This design comes from an exercise in tuning for small area, a short achievable clock period and few clock cycles on the open sky130 flow, not from production work. Only simulation tests tie the RTL to the original design; equivalence was not proved. Power is estimated from default activity; no workload was simulated.

--- flow/run.sh ---
#!/bin/bash
# synth_recipe.tcl (not shown) runs the flow's synth.tcl, then flattens the netlist and writes it again
# the make line also repeats each setting of config.mk as NAME=value (left out here)
make -C /OpenROAD-flow-scripts/flow DESIGN_CONFIG=/design/flow/config.mk WORK_HOME=/design/flow/orfs CLKGATE_MAP_FILE= SYNTH_SCRIPT=/design/flow/synth_recipe.tcl finish
--- flow/config.mk ---
export PLATFORM = sky130hd
export DESIGN_NAME = image_dilation_3x3
export DESIGN_NICKNAME = image_dilation_3x3
export VERILOG_FILES = /design/flow/design.v
export SDC_FILE = /design/flow/constraint.sdc
export NUM_CORES = 4
export LEC_CHECK = 0
export CAP_MARGIN = 20
export CORE_MARGIN = 2
export CORE_UTILIZATION = 40
export SLEW_MARGIN = 20
--- flow/constraint.sdc ---
create_clock -name core_clock -period 5.0 [get_ports {clk}]
set_input_delay 1.0000 -clock core_clock [delete_from_list [all_inputs] [get_ports {clk}]]
set_output_delay 1.0000 -clock core_clock [all_outputs]
set_load 0.01 [all_outputs]
--- flow/design.v ---
package img_pkg;
  localparam int COL_DFLT = 640;
  localparam int ROW_DFLT = 480;
  localparam int CNT_W    = 19;
  localparam logic [7:0] PIX_FG = 8'hFF;
  localparam logic [7:0] PIX_BG = 8'h00;
  typedef enum logic [1:0] {
    IDLE  = 2'd0,
    FILL  = 2'd1,
    RUN   = 2'd2,
    FLUSH = 2'd3
  } state_e;
endpackage
module line_buffer_1b
#(
  parameter int DEPTH = img_pkg::COL_DFLT
) (
  input  logic clk,
  input  logic rst,
  input  logic en,
  input  logic d,
  output logic q
);
  localparam int AW = (DEPTH > 1) ? $clog2(DEPTH) : 1;
  logic          mem_q [DEPTH];
  logic [AW-1:0] ptr_q;
  assign q = mem_q[ptr_q];
  always_ff @(posedge clk) begin
    if (en) mem_q[ptr_q] <= d;
  end
  always_ff @(posedge clk or posedge rst) begin
    if (rst) begin
      ptr_q <= '0;
    end else if (en) begin
      ptr_q <= (ptr_q == AW'(DEPTH - 1)) ? '0 : ptr_q + 1'b1;
    end
  end
endmodule
import img_pkg::*;
module image_dilation_3x3
#(
  parameter int COL    = COL_DFLT,
  parameter int ROW    = ROW_DFLT,
  parameter int THRESH = 128
) (
  input  logic       clk,
  input  logic       rst,
  input  logic [7:0] data_in,
  input  logic       in_valid,
  output logic       in_ready,
  output logic [7:0] data_out,
  output logic       w_en,
  output logic       frame_done
);
  localparam logic [CNT_W-1:0] LAST_PIX = CNT_W'(ROW * COL - 1);
  localparam logic [CNT_W-1:0] COL_LAST = CNT_W'(COL - 1);
  localparam logic [CNT_W-1:0] ROW_LAST = CNT_W'(ROW - 1);
  img_pkg::state_e  state_q;
  logic [CNT_W-1:0] in_cnt_q, out_cnt_q, out_col_q, out_row_q;
  logic             in_ready_q, w_en_q, frame_done_q;
  logic [7:0]       data_out_q;
  logic [2:0]       win_l_q, win_m_q;
  logic       accept, step, emit, last_out, fg_in, lb0_rd, lb1_rd, dil_d;
  logic [2:0] col_new, row_mask, win_d;
  assign accept   = in_valid && in_ready_q && (state_q != FLUSH);
  assign step     = accept || (state_q == FLUSH);
  assign emit     = (accept && (state_q == RUN)) || (state_q == FLUSH);
  assign last_out = (out_cnt_q == LAST_PIX);
  assign fg_in    = (state_q != FLUSH) && (data_in >= 8'(THRESH));
  line_buffer_1b #(.DEPTH(COL)) u_lb0 (
    .clk(clk), .rst(rst), .en(step), .d(fg_in), .q(lb0_rd)
  );
  line_buffer_1b #(.DEPTH(COL)) u_lb1 (
    .clk(clk), .rst(rst), .en(step), .d(lb0_rd), .q(lb1_rd)
  );
  assign col_new  = {fg_in, lb0_rd, lb1_rd};
  assign row_mask = {out_row_q != ROW_LAST, 1'b1, out_row_q != '0};
  assign win_d    = ((win_l_q & {3{out_col_q != '0}})
                   | win_m_q
                   | (col_new & {3{out_col_q != COL_LAST}})) & row_mask;
  assign dil_d    = |win_d;
  assign in_ready   = in_ready_q;
  assign data_out   = data_out_q;
  assign w_en       = w_en_q;
  assign frame_done = frame_done_q;
  always_ff @(posedge clk or posedge rst) begin
    if (rst) begin
      state_q      <= IDLE;
      in_cnt_q     <= '0;
      out_cnt_q    <= '0;
      out_col_q    <= '0;
      out_row_q    <= '0;
      in_ready_q   <= 1'b0;
      w_en_q       <= 1'b0;
      frame_done_q <= 1'b0;
      data_out_q   <= PIX_BG;
      win_l_q      <= '0;
      win_m_q      <= '0;
    end else begin
      w_en_q       <= emit;
      frame_done_q <= emit && last_out;
      if (emit) begin
        data_out_q <= dil_d ? PIX_FG : PIX_BG;
        if (last_out) begin
          out_cnt_q <= '0;
          out_col_q <= '0;
          out_row_q <= '0;
        end else begin
          out_cnt_q <= out_cnt_q + 1'b1;
          if (out_col_q == COL_LAST) begin
            out_col_q <= '0;
            out_row_q <= out_row_q + 1'b1;
          end else begin
            out_col_q <= out_col_q + 1'b1;
          end
        end
      end
      if (step) begin
        win_m_q <= col_new;
        win_l_q <= win_m_q;
      end
      case (state_q)
        IDLE: begin
          in_ready_q <= 1'b1;
          if (accept) begin
            in_cnt_q <= CNT_W'(1);
            state_q  <= FILL;
          end
        end
        FILL: begin
          if (accept) begin
            in_cnt_q <= in_cnt_q + 1'b1;
            if (in_cnt_q == CNT_W'(COL)) state_q <= RUN;
          end
        end
        RUN: begin
          if (accept) begin
            if (in_cnt_q == LAST_PIX) begin
              in_cnt_q   <= '0;
              in_ready_q <= 1'b0;
              state_q    <= FLUSH;
            end else begin
              in_cnt_q <= in_cnt_q + 1'b1;
            end
          end
        end
        FLUSH: begin
          if (last_out) state_q <= IDLE;
        end
        default: state_q <= IDLE;
      endcase
    end
  end
endmodule
==> run notes <==
Syn. warnings -> 2
Area leader, netlist -> edfxtp_1
Mapped Cells -> 4743
CP Data Required Time -> 5.56 ns
Num rows -> 143
Cell Area, Synth -> 0.0608 mm²
WP buf/inv -> 3
Most frequent CP cell -> nand4_1
Die height -> 394 µm
Effective utilization at floorplan -> 40.1%
Crit path largest cell delay -> 0.87 ns
Drt wl/cell -> 24.4 µm
CP arrival -> 5.14 ns
Max-cap viol count -> 0
F_max -> 0.218 GHz
Core area -> 0.152 mm²
Largest net degree at the start of global routing -> 204
Vias per Instance -> 5.62
Vias in the first global route -> 37300
Clk slew on worst S/H paths -> 0.06 ns
CP Cell Sequence -> nand4_1 -> buf_4 -> o22ai_1 -> nor4_1 -> buf_4 -> nand3_1 -> nand4_1 -> nand4_1 -> or3_4 -> buf_12
Syn_area_per_cell -> 12.8 µm²
DRT antenna net count -> 0
Htree depth -> 4
Psw -> 0.0120 W
Grt ovf -> 0
Top_reg_cell synth -> edfxtp_1
Final WS setup -> 0.417 ns
Post-synthesis async set-or-reset flop share -> 7.78%
# setup viols final -> 0
Power per cell area -> 534 mW/mm²
Antenna cells -> 0
Hold Path Stages -> 2
Area delta synth->final -> 13.4%
IO Pins -> 22
Global placement routability congestion -> 0.810
Clock Sinks -> 1388
Post-CTS Hold Buffers -> 0
Slowest library cell on the worst path -> dfrtp_4
DR pass1 iterations -> 6
Max VDD drop -> 0.484 mV
GRT Overall Usage -> 21.2%
Post-synth EDFFs -> 1280
Hold Startpoint -> win_l_q[1]
Synth top area cells -> edfxtp_1 (63%), nor2_1 (8.7%), mux2i_1 (7.4%)
Post-cts sizing count -> 0
Slew HR -> 27.2%
Synthesized flop and latch total -> 1388
Reg2reg path depth -> 10
Status -> no timing/DRC/antenna violations
Number of fill cells -> 13600
Clk latency of the worst-skew pair -> 0.81 ns
Yosys cell types -> 60
Power share of the combinational group -> 27.0%
DIE WIDTH -> 394 µm
Int Power -> 0.0249 W
Critical path capture point type -> flop
Final Hold Vio Count -> 0
Critical path class -> reg -> reg
DRT iter0 DRCs -> 4757
Post-synth top area share -> 63.2%
Min-Delay Endpoint -> win_l_q[1]
Fin. max-slew vios -> 0
Period utilization -> 91.7%
Sw Share -> 32.5%
Type of origin of the critical path -> flop
Nets -> 4740
Share of cells above drive strength 1 -> 12.5%
DP HPWL -> 97200 µm
PortBufs -> 14
Leakage -> 22.2 nW
Max Clock Skew -> 0.0600 ns
DP Worst Slack -> 0.554 ns
Minimum setup slack among reg-to-reg paths -> 0.42 ns
First-pass GRT wire length -> 245000 µm
RSZ-0062 raised after global routing -> false
Die ar. -> 0.155 mm²
Clk pwr share -> 28.7%
Clock root buffer master -> clkbuf_16
RR Endpoint -> u_lb1.mem_q[1]
Hold WS -> 0.464 ns
Initial antenna violation count -> 1
CTS Buf Count -> 150
Routed wire length -> 167000 µm
Top delay family on crit path -> simple AND/OR/NAND/NOR gates
HP Class -> reg -> reg
Vias -> 38600
Post-route DRC -> 0
Syn_nets -> 4773
FF-to-FF Start -> u_lb0.ptr_q[0]
Buffer count from post-CTS setup fixing -> 0
Least-Margin Pin Slew -> 1.09 ns
Register area share after synthesis -> 67.6%
CP Max Fanout -> 84
Sequential fraction of design power -> 44.3%
Period minus WS final -> 4.58 ns
CTS tree -> built
Clock tree buffer depth -> 3
==> final cells by class <==
class	instances	area [µm²]	share of cell area, %
well taps	2030	2540	3.68
clock buffers	186	3910	5.67
flip-flops and latches	1388	41200	59.6
repair buffers	251	2500	3.62
inverters	25	96.3	0.140
clock inverters	85	743	1.08
multi-input cells	2894	18100	26.2
==> logic make-up (layout without fill, tap and decap cells) <==
group	count (synthesis)	after routing	synth area share, %
mux	553	553	11.2
flops	1388	1388	67.6
buf+inv	461	547	3.03
xor+xnor	68	68	0.979
simple gates	1915	1915	13.2
compound gates	339	339	3.55
fa+ha+maj	19	19	0.391
==> tightest hold or removal path, stage by stage (launching register included) <==
cell     delay, ns
dfrtp_1       0.34
nand2_1       0.05
nand2_1       0.05
==> through the flow <==
step,setup TNS [ns],instances,instance area [µm²],total power (W),utilization (%)
detailed placement,0,6586,64300,0.0264,42.4
finish,0,6859,69000,0.0368,45.5
floorplan,-1534.97,4743,61100,0.0206,-
global route,0,6859,69000,0.0381,45.5
global placement,0,6584,64200,0.0262,42.4
CTS,0,6857,68900,0.0369,45.5
==> cells in the mapped netlist (5+ instances only) <==
library cell and instances:
a22o_1 6, o22ai_1 201, a221oi_1 6, nand4bb_1 13
buf_1 30, dfrtp_1 108, buf_2 38, or3_1 12
o211ai_1 6, nand2b_1 9, mux4_2 101, or4_1 7
mux2_2 5, or4b_2 8, a22oi_1 15, a31oi_1 13
nand4_1 24, nor2b_1 23, nor3b_1 13, and3_1 11
a21oi_1 18, nor4_1 54, nor3_1 33, xor2_1 40
and4_1 6, ha_1 19, xnor2_1 28, nand4b_1 10
nor2_1 1402, nand3_1 85, clkbuf_1 353, buf_4 13
and2_1 9, nand2_1 183, mux2i_1 447, edfxtp_1 1280
o21ai_0 52, inv_1 24
==> power by group through the flow <==
stage          combinational, W  clock [W]  sequential (W)
2_1_floorplan           0.00534          0          0.0153
3_3_place_gp            0.00970          0          0.0165
3_5_place_dp            0.00990          0          0.0165
4_1_cts                 0.00992     0.0107          0.0163
5_1_grt                  0.0106     0.0112          0.0163
6_report                0.00996     0.0106          0.0163
==> worst max path at each step <==
| stage | cells after the start | end | start | slack, ns |
|---|---|---|---|---|
| after floorplan | 1 | u_lb0.mem_q[0] | data_in[7] | -2.37 |
| after global placement | 8 | u_lb1.mem_q[1] | u_lb0.ptr_q[0] | 0.56 |
| after detailed placement | 8 | u_lb1.mem_q[273] | u_lb0.ptr_q[0] | 0.55 |
| after CTS | 8 | u_lb1.mem_q[290] | u_lb0.ptr_q[0] | 0.50 |
| after global routing | 8 | u_lb1.mem_q[275] | u_lb0.ptr_q[0] | 0.30 |
| final | 10 | u_lb1.mem_q[1] | u_lb0.ptr_q[0] | 0.42 |
==> metal layers <==
| metal | wire length [µm] | vias up | GRT usage (%) |
|---|---|---|---|
| li1 | - | 17000 | - |
| met1 | 71800 | 19800 | 30.1 |
| met2 | 77900 | 1479 | 33.6 |
| met3 | 13200 | 259 | 3.57 |
| met4 | 4310 | 0 | 5.94 |
| met5 | 0 | - | 0 |
==> flip-flops by register name, indices dropped and copies added (netlist names) <==
signal	count
data_out_q	1
frame_done_q	1
in_cnt_q	19
in_ready_q	1
out_cnt_q	19
out_col_q	19
out_row_q	19
state_q	2
u_lb0.mem_q	640
u_lb0.ptr_q	10
u_lb1.mem_q	640
u_lb1.ptr_q	10
w_en_q	1
win_l_q	3
win_m_q	3
==> placed cells by master, fill, tap and decap left out, drive strengths merged, types with 85 or more instances in the layout <==
| cell | count |
|---|---|
| mux4 | 101 |
| edfxtp | 1280 |
| o22ai | 201 |
| buf | 237 |
| dfrtp | 108 |
| clkbuf | 186 |
| nand3 | 85 |
| mux2i | 447 |
| nand2 | 183 |
| nor2 | 1402 |
Testbench counts, summed over its fixed seeds: cycles 1,847,052.

==> afterwards: timing with drivers on the ports <==
The results above use ideal ports. As a check the final layout listed here was re-extracted and re-timed, cells and wires unchanged.
Step 1, drivers: a clkbuf_16 drives clk and a buf_2 each remaining input, both assumed.
Step 2 times the ports against the registers' clock, not the clock port: input delays grow and output delays shrink by t, the midpoint of the rising clock arrivals with the driver on.
Three values: ideal, step 1, step 2; two values: the first two.
t, ns: 0.862
setup WS [ns]: 0.417 / 0.417 / 0.417
hold WS [ns]: 0.464 / 0.464 / 0.464
clock arrival spread, ns: 0.060 / 0.060
worst slew at a driven data input, ns: 0.08
After both steps setup and hold are still met in this run. For this run, drivers alone change the setup slack by 0.000 ns; drivers and shift together by 0.000 ns.
